This design comes from an exercise in tuning for small area, a short achievable clock period and few clock cycles per item on the open sky130 flow, not from production work. Only simulation tests tie the RTL to the original design; equivalence was not proved. No activity file was given, so power comes from the tool's default toggle rates.

==> flow/design.v <==
`timescale 1ns / 1ps
package acm_pkg;
    localparam int MAX_PATTERN = 64;
    localparam int ADDR_W      = $clog2(MAX_PATTERN);
    localparam int IDX_W       = $clog2(MAX_PATTERN + 1);
    localparam int POS_W       = 16;
    typedef enum logic {
        CMD_PATTERN = 1'b0,
        CMD_TEXT    = 1'b1
    } cmd_t;
endpackage
`timescale 1ns / 1ps
module acm_ram #(
    parameter int WIDTH = 8,
    parameter int DEPTH = 64
) (
    input  logic                     aclk,
    input  logic                     we,
    input  logic [$clog2(DEPTH)-1:0] waddr,
    input  logic [WIDTH-1:0]         wdata,
    input  logic [$clog2(DEPTH)-1:0] raddr,
    output logic [WIDTH-1:0]         rdata
);
    logic [WIDTH-1:0] mem [DEPTH];
    always_ff @(posedge aclk) begin
        if (we) begin
            mem[waddr] <= wdata;
        end
        rdata <= mem[raddr];
    end
endmodule
`timescale 1ns / 1ps
module apostolico_crochemore_matcher_core (
    input  logic             aclk,
    input  logic             aresetn,
    input  logic             s_valid,
    output logic             s_ready,
    input  logic             s_cmd,
    input  logic [7:0]       s_data,
    input  logic             s_last,
    output logic             m_valid,
    input  logic             m_ready,
    output logic             m_found,
    output logic [acm_pkg::POS_W-1:0] m_position
);
    localparam int MAX_PATTERN = acm_pkg::MAX_PATTERN;
    localparam int ADDR_W      = acm_pkg::ADDR_W;
    localparam int IDX_W       = acm_pkg::IDX_W;
    localparam int POS_W       = acm_pkg::POS_W;
    localparam logic CMD_PATTERN = 1'b0;
    localparam logic CMD_TEXT    = 1'b1;
    typedef enum logic [3:0] {
        ST_IDLE, ST_B_INIT, ST_B_LDA, ST_B_IN, ST_B_CMP, ST_B_STEP, ST_B_S2, ST_B_S3,
        ST_CMP, ST_CMP_EV, ST_K, ST_K_EV, ST_SHIFT, ST_SHIFT2, ST_OUT
    } state_t;
    state_t            state_reg;
    logic              loading_reg, ready_reg, run_open_reg, last_reg;
    logic [IDX_W-1:0]  len_reg, lead_reg, run_reg, i_reg, k_reg, a_reg, fill_reg;
    logic [7:0]        pat0_reg, pa_reg, pb_reg, fb_reg, b_reg, d_reg;
    logic [ADDR_W-1:0] head_reg;
    logic [POS_W-1:0]  ws_reg, tc_reg, pos_reg;
    logic              found_reg;
    logic              m_valid_reg, m_found_reg;
    logic [POS_W-1:0]  m_position_reg;
    logic              pat_we, ring_we, fail_we;
    logic [ADDR_W-1:0] pat_waddr, pat_raddr, ring_raddr, head_next;
    logic [IDX_W-1:0]  fail_waddr, fail_raddr;
    logic [7:0]        pat_rdata, ring_rdata, fail_rdata, fail_wdata;
    logic              accept;
    logic              out_load;
    logic [IDX_W-1:0]  load_idx, run_next, fill_next;
    logic              run_open_next;
    logic [7:0]        shift_w, d_diff;
    logic [POS_W-1:0]  t_diff;
    logic              i_lt_m, i_le_d, b_eq;
    assign s_ready  = (state_reg == ST_IDLE);
    assign accept   = s_valid && s_ready;
    assign out_load = (state_reg == ST_OUT) && (!m_valid_reg || m_ready);
    assign load_idx = loading_reg ? len_reg : '0;
    assign head_next = head_reg + ADDR_W'(1);
    assign fill_next = (fill_reg < IDX_W'(MAX_PATTERN)) ? fill_reg + IDX_W'(1) : fill_reg;
    assign i_lt_m  = (i_reg < len_reg);
    assign i_le_d  = $signed({1'b0, i_reg}) <= $signed(d_reg);
    assign shift_w = {1'b0, i_reg} - fail_rdata;
    assign b_eq    = (a_reg < len_reg) && (pat_rdata == pb_reg);
    assign t_diff  = tc_reg - ws_reg;
    always_comb begin
        run_next      = run_reg;
        run_open_next = run_open_reg;
        if (load_idx == '0) begin
            run_next      = IDX_W'(1);
            run_open_next = 1'b1;
        end else if (load_idx < IDX_W'(MAX_PATTERN)) begin
            if (run_open_reg && s_data == pat0_reg) begin
                run_next = load_idx + IDX_W'(1);
            end else begin
                run_open_next = 1'b0;
            end
        end
    end
    always_comb begin
        pat_we    = accept && (s_cmd == CMD_PATTERN) && (load_idx < IDX_W'(MAX_PATTERN));
        pat_waddr = load_idx[ADDR_W-1:0];
        ring_we   = accept && (s_cmd == CMD_TEXT) && ready_reg;
        fail_we   = 1'b0;
        fail_waddr = a_reg;
        fail_wdata = b_eq ? fb_reg : b_reg;
        d_diff     = '0;
        pat_raddr  = a_reg[ADDR_W-1:0];
        fail_raddr = {1'b0, b_reg[ADDR_W-1:0]};
        ring_raddr = head_reg;
        unique case (state_reg)
            ST_B_INIT: begin
                fail_we    = 1'b1;
                fail_waddr = '0;
                fail_wdata = 8'hFF;
                pat_raddr  = '0;
            end
            ST_B_IN, ST_B_STEP: pat_raddr = b_reg[ADDR_W-1:0];
            ST_B_S3:   fail_we = 1'b1;
            ST_CMP: begin
                pat_raddr  = i_reg[ADDR_W-1:0];
                d_diff     = d_reg - {1'b0, i_reg};
                ring_raddr = head_reg - d_diff[ADDR_W-1:0];
            end
            ST_K: begin
                pat_raddr  = k_reg[ADDR_W-1:0];
                d_diff     = d_reg - {1'b0, k_reg};
                ring_raddr = head_reg - d_diff[ADDR_W-1:0];
            end
            ST_SHIFT:  fail_raddr = i_reg;
            default: ;
        endcase
    end
    acm_ram #(.WIDTH(8), .DEPTH(MAX_PATTERN)) u_pat (
        .aclk(aclk), .we(pat_we), .waddr(pat_waddr), .wdata(s_data),
        .raddr(pat_raddr), .rdata(pat_rdata)
    );
    acm_ram #(.WIDTH(8), .DEPTH(MAX_PATTERN + 1)) u_fail (
        .aclk(aclk), .we(fail_we), .waddr(fail_waddr), .wdata(fail_wdata),
        .raddr(fail_raddr), .rdata(fail_rdata)
    );
    acm_ram #(.WIDTH(8), .DEPTH(MAX_PATTERN)) u_ring (
        .aclk(aclk), .we(ring_we), .waddr(head_next), .wdata(s_data),
        .raddr(ring_raddr), .rdata(ring_rdata)
    );
    always_ff @(posedge aclk) begin
        if (!aresetn) begin
            state_reg    <= ST_IDLE;
            loading_reg  <= 1'b0;
            ready_reg    <= 1'b0;
            run_open_reg <= 1'b0;
            len_reg      <= '0;
            lead_reg     <= '0;
            run_reg      <= '0;
            i_reg        <= '0;
            k_reg        <= '0;
            fill_reg     <= '0;
            head_reg     <= '0;
            ws_reg       <= '0;
            tc_reg       <= '0;
            m_valid_reg  <= 1'b0;
        end else begin
            if (out_load) begin
                m_valid_reg <= 1'b1;
            end else if (m_valid_reg && m_ready) begin
                m_valid_reg <= 1'b0;
            end
            unique case (state_reg)
                ST_IDLE: begin
                    if (accept && s_cmd == CMD_PATTERN) begin
                        loading_reg  <= !s_last;
                        run_reg      <= run_next;
                        run_open_reg <= run_open_next;
                        if (load_idx == '0) begin
                            pat0_reg <= s_data;
                        end
                        len_reg <= (load_idx < IDX_W'(MAX_PATTERN))
                                   ? load_idx + IDX_W'(1) : load_idx;
                        ready_reg <= s_last;
                        if (s_last) begin
                            lead_reg  <= (run_next >= ((load_idx < IDX_W'(MAX_PATTERN))
                                          ? load_idx + IDX_W'(1) : load_idx))
                                         ? '0 : run_next;
                            i_reg     <= (run_next >= ((load_idx < IDX_W'(MAX_PATTERN))
                                          ? load_idx + IDX_W'(1) : load_idx))
                                         ? '0 : run_next;
                            k_reg     <= '0;
                            tc_reg    <= '0;
                            ws_reg    <= '0;
                            fill_reg  <= '0;
                            state_reg <= ST_B_INIT;
                        end
                    end else if (accept) begin
                        found_reg <= 1'b0;
                        last_reg  <= s_last;
                        if (ready_reg) begin
                            head_reg <= head_next;
                            fill_reg <= fill_next;
                            if (fill_next >= len_reg) begin
                                pos_reg <= tc_reg - {{(POS_W-IDX_W){1'b0}}, len_reg}
                                           + POS_W'(1);
                            end else begin
                                pos_reg <= '0;
                            end
                            if (t_diff > {{(POS_W-IDX_W){1'b0}}, len_reg - IDX_W'(1)}) begin
                                d_reg <= {1'b0, len_reg - IDX_W'(1)};
                            end else begin
                                d_reg <= t_diff[7:0];
                            end
                            state_reg <= ST_CMP;
                        end else begin
                            pos_reg   <= '0;
                            state_reg <= ST_OUT;
                        end
                    end
                end
                ST_B_INIT: begin
                    a_reg     <= '0;
                    b_reg     <= 8'hFF;
                    state_reg <= ST_B_LDA;
                end
                ST_B_LDA: begin
                    pa_reg    <= pat_rdata;
                    state_reg <= ST_B_IN;
                end
                ST_B_IN: begin
                    if (b_reg[7]) begin
                        a_reg     <= a_reg + IDX_W'(1);
                        b_reg     <= b_reg + 8'd1;
                        state_reg <= ST_B_STEP;
                    end else begin
                        state_reg <= ST_B_CMP;
                    end
                end
                ST_B_CMP: begin
                    if (pa_reg != pat_rdata) begin
                        b_reg     <= fail_rdata;
                        state_reg <= ST_B_IN;
                    end else begin
                        a_reg     <= a_reg + IDX_W'(1);
                        b_reg     <= b_reg + 8'd1;
                        state_reg <= ST_B_STEP;
                    end
                end
                ST_B_STEP: state_reg <= ST_B_S2;
                ST_B_S2: begin
                    pb_reg    <= pat_rdata;
                    fb_reg    <= fail_rdata;
                    state_reg <= ST_B_S3;
                end
                ST_B_S3: begin
                    pa_reg    <= pat_rdata;
                    state_reg <= (a_reg < len_reg) ? ST_B_IN : ST_IDLE;
                end
                ST_CMP: begin
                    if (i_lt_m && i_le_d) begin
                        state_reg <= ST_CMP_EV;
                    end else if (i_lt_m) begin
                        if (last_reg) begin
                            tc_reg   <= '0;
                            ws_reg   <= '0;
                            fill_reg <= '0;
                            i_reg    <= lead_reg;
                            k_reg    <= '0;
                        end else begin
                            tc_reg   <= tc_reg + POS_W'(1);
                        end
                        state_reg <= ST_OUT;
                    end else begin
                        state_reg <= ST_K;
                    end
                end
                ST_CMP_EV: begin
                    if (pat_rdata == ring_rdata) begin
                        i_reg     <= i_reg + IDX_W'(1);
                        state_reg <= ST_CMP;
                    end else begin
                        state_reg <= ST_SHIFT;
                    end
                end
                ST_K: begin
                    if (k_reg < lead_reg) begin
                        state_reg <= ST_K_EV;
                    end else begin
                        found_reg <= 1'b1;
                        pos_reg   <= ws_reg;
                        state_reg <= ST_SHIFT;
                    end
                end
                ST_K_EV: begin
                    if (pat_rdata == ring_rdata) begin
                        k_reg     <= k_reg + IDX_W'(1);
                        state_reg <= ST_K;
                    end else begin
                        state_reg <= ST_SHIFT;
                    end
                end
                ST_SHIFT: state_reg <= ST_SHIFT2;
                ST_SHIFT2: begin
                    ws_reg <= ws_reg + {{(POS_W-8){1'b0}}, shift_w};
                    d_reg  <= d_reg - shift_w;
                    if (i_reg == lead_reg) begin
                        k_reg <= (k_reg != '0) ? k_reg - IDX_W'(1) : '0;
                    end else if ($signed(fail_rdata) <= $signed({1'b0, lead_reg})) begin
                        k_reg <= ($signed(fail_rdata) > 0) ? fail_rdata[IDX_W-1:0] : '0;
                        i_reg <= lead_reg;
                    end else begin
                        k_reg <= lead_reg;
                        i_reg <= fail_rdata[IDX_W-1:0];
                    end
                    state_reg <= ST_CMP;
                end
                ST_OUT: begin
                    if (out_load) begin
                        m_found_reg    <= found_reg;
                        m_position_reg <= pos_reg;
                        state_reg      <= ST_IDLE;
                    end
                end
                default: state_reg <= ST_IDLE;
            endcase
        end
    end
    assign m_valid    = m_valid_reg;
    assign m_found    = m_found_reg;
    assign m_position = m_position_reg;
endmodule
==> flow/run.sh <==
#!/bin/bash
# synth_recipe.tcl (not shown) runs the flow's synth.tcl, then flattens the netlist and writes it again
# the make line also repeats each setting of config.mk as NAME=value (left out here)
make -C /OpenROAD-flow-scripts/flow DESIGN_CONFIG=/design/flow/config.mk WORK_HOME=/design/flow/orfs CLKGATE_MAP_FILE= SYNTH_SCRIPT=/design/flow/synth_recipe.tcl finish
==> flow/config.mk <==
export PLATFORM = sky130hd
export DESIGN_NAME = apostolico_crochemore_matcher_core
export DESIGN_NICKNAME = apostolico_crochemore_matcher_core
export VERILOG_FILES = /design/flow/design.v
export SDC_FILE = /design/flow/constraint.sdc
export NUM_CORES = 4
export LEC_CHECK = 0
export CAP_MARGIN = 20
export CORE_MARGIN = 2
export CORE_UTILIZATION = 40
export SLEW_MARGIN = 20
==> flow/constraint.sdc <==
create_clock -name core_clock -period 8.0 [get_ports {aclk}]
set_input_delay 1.6000 -clock core_clock [delete_from_list [all_inputs] [get_ports {aclk}]]
set_output_delay 1.6000 -clock core_clock [all_outputs]
set_load 0.01 [all_outputs]
==> run notes <==
[through the flow]
stage / util [%] / instances
6_report: 45.0 / 8117
5_1_grt: 45.0 / 8117
4_1_cts: 45.0 / 8114
3_5_place_dp: 41.9 / 7780
3_3_place_gp: 41.9 / 7780
2_1_floorplan: - / 5459
[per-layer routing]
metal / vias up / routed length, µm
li1: 20590 / -
met1: 22807 / 85500
met2: 1716 / 87100
met3: 290 / 14500
met4: 2 / 5120
met5: - / 12
[area by class of cell]
| type | instances | area share, % |
|---|---|---|
| sequential | 1746 | 60.7 |
| multi-input combinational | 3299 | 26.9 |
| clock buffer | 237 | 5.63 |
| tap | 2495 | 3.70 |
| clock inverter | 97 | 1.26 |
| timing repair buffer | 115 | 1.17 |
| inverter | 126 | 0.560 |
| antenna | 2 | 0.00592 |
[kinds of logic after synthesis]
kind of cell | after synthesis | synth area share, %
AO/OA/AOI/OAI | 736 | 6.58
XOR/XNOR | 145 | 1.68
adder cells (fa/ha/maj) | 158 | 2.77
buffers and inverters | 414 | 2.26
flip-flops | 1746 | 68.0
multiplexers | 377 | 7.66
AND/OR/NAND/NOR | 1883 | 11.0
[worst max-delay path, stage by stage]
cell      delay, ns
buf_4          0.16
xnor2_1        0.54
nand4_1        0.44
nor4b_2        0.99
nor2_1         0.09
o21bai_1       0.29
inv_1          0.11
ha_1           0.28
nand2b_1       0.15
a21oi_1        0.17
nor2b_1        0.06
o21ai_0        0.22
a211oi_1       0.11
a211oi_1       0.24
buf_4          0.24
and2_1         0.16
o21ai_0        0.08
o21ai_0        0.17
[synth_stat cells (21+ instances only)]
library cell,number,share of area (%)
a32o_1,26,0.34
mux2_2,30,0.45
nor2_1,387,1.9
ha_1,143,2.4
mux2i_1,190,2.5
buf_1,30,0.15
inv_1,121,0.60
xor2_1,40,0.46
a21o_1,35,0.35
nor4_1,21,0.17
o211ai_1,26,0.26
and3_1,182,1.5
a21oi_1,146,0.97
nand2b_1,25,0.21
a211oi_1,45,0.45
a32oi_1,36,0.42
nand3_1,203,1.3
edfxtp_1,1634,65
dfxtp_1,112,3.0
nor3_1,41,0.27
xnor2_1,105,1.2
nand2_1,891,4.4
a31oi_1,31,0.26
a21boi_0,42,0.42
clkbuf_1,170,0.85
mux4_2,157,4.7
o21ai_0,177,1.2
nand4_1,53,0.44
a311oi_1,28,0.33
buf_2,71,0.47
nor2b_1,35,0.29
[placed cells by master (no fill, tap or decap), drive strengths merged, types with 25 or more instances in the layout]
| master | instances |
|---|---|
| mux2 | 30 |
| nand3 | 203 |
| clkbuf | 238 |
| inv | 135 |
| a21o | 35 |
| a32o | 26 |
| o211ai | 26 |
| a21boi | 43 |
| and3 | 182 |
| a21oi | 146 |
| mux4 | 157 |
| nand2 | 892 |
| nor3 | 41 |
| a31oi | 31 |
| nand4 | 53 |
| edfxtp | 1634 |
| mux2i | 190 |
| nor2b | 35 |
| nor2 | 387 |
| nand2b | 25 |
| xnor2 | 105 |
| a311oi | 28 |
| a211oi | 45 |
| dfxtp | 112 |
| clkinv | 69 |
| buf | 90 |
| xor2 | 40 |
| o21ai | 179 |
| a32oi | 36 |
| ha | 143 |
[power breakdown]
part	leakage [nW]	switching (mW)	internal, mW
Clock	2.83	3.58	4.69
Sequential	15.5	0.312	10.4
Combinational	10.2	4.98	2.75
[path summary, 6_finish.rpt]
path	start	endpoint	slack, ns	depth (start not counted)
max	s_data[4]	i_reg[6]$_SDFFE_PN0P_	2.63	18
min	found_reg$_DFFE_PP_	m_found_reg$_DFFE_PP_	0.41	0
max reg2reg	i_reg[1]$_SDFFE_PN0P_	u_ring.rdata[4]$_DFF_P_	2.72	13
min reg2reg	found_reg$_DFFE_PP_	m_found_reg$_DFFE_PP_	0.41	0
==> summary.md <==
| Metric | Value |
|---|---|
| Status | `no timing/DRC/antenna violations` |
| Post-DRT Antenna Nets | `0` |
| Synthesis warning total | `3` |
| Clk buf depth | `3` |
| H-tree levels | `4` |
| Pleak | `28.5 nW` |
| Post-route cell area | `84500 µm²` |
| DR DRC count | `0` |
| Multi-input logic area | `22800 µm²` |
| DIE WIDTH | `438 µm` |
| Critical path endpoint category | `register` |
| Seq cells post-synth | `1746` |
| Vias/cell | `5.59` |
| Fin crit share | `67.1%` |
| WS Path Type | `primary input to register` |
| Worst EP arrival | `6.12 ns` |
| Most used routing layer | `met2` |
| CTS hold repair buffers | `0` |
| Nets | `5638` |
| Primary FF master, synth | `edfxtp_1` |
| Setup Skew | `0.0612 ns` |
| Largest net degree at the start of global routing | `169` |
| Total CTS buffers | `178` |
| Initial antenna violation count | `10` |
| GRT Residual Overflow | `0` |
| Cell variety after synth | `81` |
| Routing usage on met1 | `29.0%` |
| Die Y | `438 µm` |
| CP Max Fanout | `13` |
| Relative slew slack | `24.2%` |
| Clock transition at path regs | `0.06 ns` |
| Mapped Area | `75400 µm²` |
| Gr usage total | `19.8%` |
| Reg area | `51300 µm²` |
| Vias | `45405` |
| Detailed placement HPWL | `118000 µm` |
| Routed wire length | `192000 µm` |
| Max reg flops | `520` |
| CTS Root Cell | `clkbuf_16` |
| I/O pin cnt | `33` |
| Top flop regs | `u_fail.mem x520, u_pat.mem x512, u_ring.mem x512` |
| Final setup vio count | `0` |
| Power per Cell Area | `316 nW/µm²` |
| Sequential area share after synthesis | `68.0%` |
| Port-buffer cells | `32` |
| First-pass GRT wire length | `288000 µm` |
| Syn avg cell area | `13.8 µm²` |
| Area Growth Syn to Fin | `12.0%` |
| Pre-antenna DRT Iters | `7` |
| Share of cells above drive strength 1 | `10.6%` |
| Vias in the first global route | `44094` |
| Skew-Pair Late Insertion Delay | `0.83 ns` |
| Total Power | `26.7 mW` |
| Fillcell total | `16534` |
| Drt first-iter violations | `4749` |
| Total Neg Setup Slack | `0 ns` |
| Min cycle time layout | `5.37 ns` |
| Avg WL per Cell | `23.7 µm` |
| Syn Nets | `5631` |
| Max-Cap Viols | `0` |
| Critical Path Start Type | `primary input` |
| CORE AREA | `188000 µm²` |
| Dpl cell area | `78600 µm²` |
| Max Clk Rate | `186 MHz` |
| Gp weighted congestion | `0.888` |
| Setup Fix Bufs, Post-CTS | `0` |
| Crit path required time | `8.75 ns` |
| Endpoints failing hold | `0` |
| Clk sinks | `1746` |
| Post-synthesis async set-or-reset flop share | `0%` |
| Worst-Margin Slew | `1.13 ns` |
| Site Rows | `159` |
| Met3 usage | `3.55%` |
| Die area | `192000 µm²` |
| Met2 usage | `30.0%` |
| WHS | `0.414 ns` |
| CTS tree | `built` |
| Final Max Slew Viols | `0` |
| Setup WS post-layout | `2.63 ns` |
| Pre-CTS setup slack | `2.00 ns` |
| Largest register by flop count | `u_fail.mem` |
| Post-synth EDFFs | `1634` |
| Initial Util | `40.2%` |
| Min-Delay Path Class | `register to register` |
| CTS-repair resized insts | `0` |
| Cell count after synthesis | `5459` |
| Max VDD drop | `0.000371 V` |
| RSZ-0062 raised after global routing | `false` |
Testbench counts, summed over its fixed seeds: cycles 158,900, text beats 26,169.

## afterwards: timing with drivers on the ports
The flow's constraints put no driver on any port. The routed layout listed below was extracted and timed again, unchanged, in two steps.
Step 1: set_driving_cell puts a clkbuf_16 on aclk and a buf_2 on each other input, an assumption about the parent block.
Step 2 times the ports against the registers' clock, not the clock port: input delays grow and output delays shrink by t, the midpoint of the rising clock arrivals with the driver on.
a / b / c = no drivers / after step 1 / after step 2; a / b = the first two.
shift t [ns]: 0.891
setup WS [ns]: 2.633 / 2.693 / 1.802
worst hold slack (ns): 0.414 / 0.414 / 0.414
worst setup path after step 2: input to register
After both steps setup and hold are still met in this run. The setup slack of this run moves by +0.060 ns with the drivers and by -0.831 ns with both steps.
